From an optimization exercise on the open Yosys and OpenROAD flow, aimed at small area; shortcuts taken in it are not production practice.
Only simulation tests tie the RTL to the original design; equivalence was not proved.
No activity file was given, so power comes from the tool's default toggle rates.

Setup of red:
// sync_event_ctrl
module sync_event_ctrl (
	input  logic                                  clk,
	input  logic                                  rst,
	input  logic                                  master_mode,
	input  logic                                  slave_mode,
	input  sync_pkg::port_mask_t                  sync_rx_valid,
	input  logic [16-1:0]       sync_interval,
	input  logic [16-1:0]        sync_timeout,
	input  logic [32-1:0]          link_delay,
	input  sync_pkg::data_word_t                  sync_data,
	input  sync_pkg::ctrl_byte_t                  sync_ctrl,
	input  sync_pkg::port_mask_t                  sync_wr,
	input  sync_pkg::port_mask_t                  udp_rdy,
	output wire  [4*64-1:0]   udp_data,
	output wire  [4*8-1:0]   udp_ctrl,
	output wire  sync_pkg::port_mask_t            udp_wr,
	output sync_pkg::port_mask_t                  sync_rdy,
	output sync_pkg::time_t                       local_clk_counter,
	output sync_pkg::time_t                       global_time,
	output logic                                  sync_state
);
For scale: about 540 flip-flops, roughly 29,000 µm² of cells after synthesis.
clock: 8.0 ns
lec_check: 0
cap_margin: 20
core_margin: 2
core_utilization: 55
slew_margin: 20
standard.sh (not shown) runs the stock make flow with config.mk's settings and CLKGATE_MAP_FILE= SYNTH_SCRIPT=/design/flow/synth_recipe.tcl, a recipe that flattens the netlist after the stock synthesis.
==> flow/flow/run.sh <==
#!/bin/bash
# Standard layout, with every port buffered by the smallest buffer cell
# instead of the 10 um2 delay buffer that buffer_ports picks by itself.
set -euo pipefail
export BUFFER_PORTS_ARGS="-buffer_cell sky130_fd_sc_hd__buf_1"
bash standard.sh > make_flow.log 2>&1
Relative to red, the following input files were edited for blue:
==> flow/run.sh (new file) <==
#!/bin/bash
# synth_recipe.tcl (not shown) runs the flow's synth.tcl, then flattens the netlist and writes it again
# the make line also repeats each setting of config.mk as NAME=value (left out here)
make -C /OpenROAD-flow-scripts/flow DESIGN_CONFIG=/design/flow/config.mk WORK_HOME=/design/flow/orfs CLKGATE_MAP_FILE= SYNTH_SCRIPT=/design/flow/synth_recipe.tcl finish
removed: flow/flow/run.sh
removed: flow/standard.sh
==> comparison <==
- Area after synthesis: blue vs red identical
- Compared with red, in blue final instance area rose by 11%, internal cell power rose by 0.00045 W.

---

Another version of the RTL of sync_event_ctrl (not shown whole).
Size: about 2,000 cells after synthesis, about 0.028 mm^2 of cells after synthesis.
export LEC_CHECK = 0
export CAP_MARGIN = 20
export CORE_MARGIN = 2
export CORE_UTILIZATION = 65
export PLACE_DENSITY = 0.75
export SLEW_MARGIN = 20
create_clock -name core_clock -period 8.0 [get_ports {clk}]
==> flow/flow/run.sh <==
#!/bin/bash
# Standard layout with two changes that only affect area:
# - every port is buffered by the smallest buffer cell instead of the
#   10 um2 delay buffer that buffer_ports picks by itself;
# - clock tree synthesis builds from small clock buffers, each driving up
#   to 8 flip-flops, and leaves out the dummy loads it adds to balance
#   leaf nets.
set -euo pipefail
export BUFFER_PORTS_ARGS="-buffer_cell sky130_fd_sc_hd__buf_1"
export CTS_ARGS="-sink_clustering_enable -repair_clock_nets -dont_use_dummy_load -buf_list {sky130_fd_sc_hd__clkbuf_4} -sink_clustering_size 8 -sink_clustering_max_diameter 50"
bash standard.sh > make_flow.log 2>&1
Change:
CORE_UTILIZATION = 55   (was 65)
PLACE_DENSITY = not set   (was 0.75)
The new run completed with no timing, DRC or antenna violations; synthesized area does not change; global-route usage is lower by 6.0 points; final cell count climbs by a few percent; clock-buffer cell count rises by 3; die area is higher by about a fifth; worst setup slack loses 93 ps; design area climbs slightly; critical path depth drops by 1; combinational power falls by a few percent; wire length fell slightly.

---

Another version of the RTL of sync_event_ctrl (not shown whole).
Size: about 2000 cells after synthesis, roughly 540 flip-flops, ~580 I/O pins, ~0.028 mm² of cells after synthesis.
Settings: LEC_CHECK=0, CAP_MARGIN=20, CORE_MARGIN=2, CORE_UTILIZATION=45, SLEW_MARGIN=20; clock period 8.0 ns.
Scripts as last shown in full above: flow/flow/run.sh
Edit:
--- a/flow/flow/run.sh
+++ b/flow/flow/run.sh
@@ -9,3 +9,3 @@
 export BUFFER_PORTS_ARGS="-buffer_cell sky130_fd_sc_hd__buf_1"
-export CTS_ARGS="-sink_clustering_enable -repair_clock_nets -dont_use_dummy_load -buf_list {sky130_fd_sc_hd__clkbuf_4} -sink_clustering_size 8 -sink_clustering_max_diameter 50"
+export CTS_ARGS="-sink_clustering_enable -repair_clock_nets -dont_use_dummy_load -buf_list {sky130_fd_sc_hd__clkbuf_4} -sink_clustering_size 8 -sink_clustering_max_diameter 60"
 bash standard.sh > make_flow.log 2>&1
Settings changed: CORE_UTILIZATION 45 to 55.
Result: Sequential cell count does not change; cell area drops by 0.86%; fmax drops by 1.0%.
Edit:
--- a/flow/flow/run.sh
+++ b/flow/flow/run.sh
@@ -9,3 +9,3 @@
 export BUFFER_PORTS_ARGS="-buffer_cell sky130_fd_sc_hd__buf_1"
-export CTS_ARGS="-sink_clustering_enable -repair_clock_nets -dont_use_dummy_load -buf_list {sky130_fd_sc_hd__clkbuf_4} -sink_clustering_size 8 -sink_clustering_max_diameter 60"
+export CTS_ARGS="-sink_clustering_enable -repair_clock_nets -dont_use_dummy_load -buf_list {sky130_fd_sc_hd__clkbuf_4} -sink_clustering_size 8 -sink_clustering_max_diameter 50"
 bash standard.sh > make_flow.log 2>&1
=> Wire length hardly moves; area after synthesis does not change; synthesized cell count stays the same; total power hardly moves; count of clock-buffer cells in the layout rises by 2; design area is about the same; clock power is about the same; die area stays the same; worst setup slack gets worse by 120 ps.

==> separate check: timing with driven ports <==
No port has a modelled driver above. Below, the same layouts with a new extraction and two added sets of constraints.
Step 1, drivers: a clkbuf_16 drives clk and a buf_2 each remaining input, both assumed.
Step 2 adds t to the input delays and takes it off the output delays; t is the mean of the earliest and latest rising clock arrival at the registers after step 1. Input paths then give back, and output paths get back, about the clock's delay inside the block.
Slacks: ideal ports / drivers / drivers and shift; pairs: ideal ports / drivers.
run | t, ns | setup WS [ns] | clock arrival spread, ns | worst register clock-pin slew, ns | worst data-port slew with drivers (ns)
red | 0.668 | 1.234 / 1.234 / 1.124 | 0.023 / 0.022 | 0.07 / 0.07 | 0.11
blue | 0.659 | 1.087 / 1.087 / 0.644 | 0.017 / 0.018 | 0.07 / 0.07 | 0.10
the first run of note 2 | 0.808 | 0.963 / 0.963 / 0.963 | 0.104 / 0.104 | 0.10 / 0.10 | 0.08
the second run of note 2 | 0.859 | 0.871 / 0.871 / 0.871 | 0.095 / 0.096 | 0.10 / 0.10 | 0.08
the first run of note 3 | 0.858 | 1.232 / 1.232 / 0.860 | 0.132 / 0.132 | 0.10 / 0.10 | 0.06
the second run of note 3 | 0.863 | 1.162 / 1.162 / 0.842 | 0.074 / 0.073 | 0.11 / 0.11 | 0.12
the third run of note 3 | 0.877 | 1.045 / 1.045 / 0.788 | 0.071 / 0.071 | 0.10 / 0.10 | 0.13
After both steps every run listed still meets setup and hold. The setup slack of blue, which loses most, moves by 0.000 ns with the drivers and by -0.443 ns with both steps.
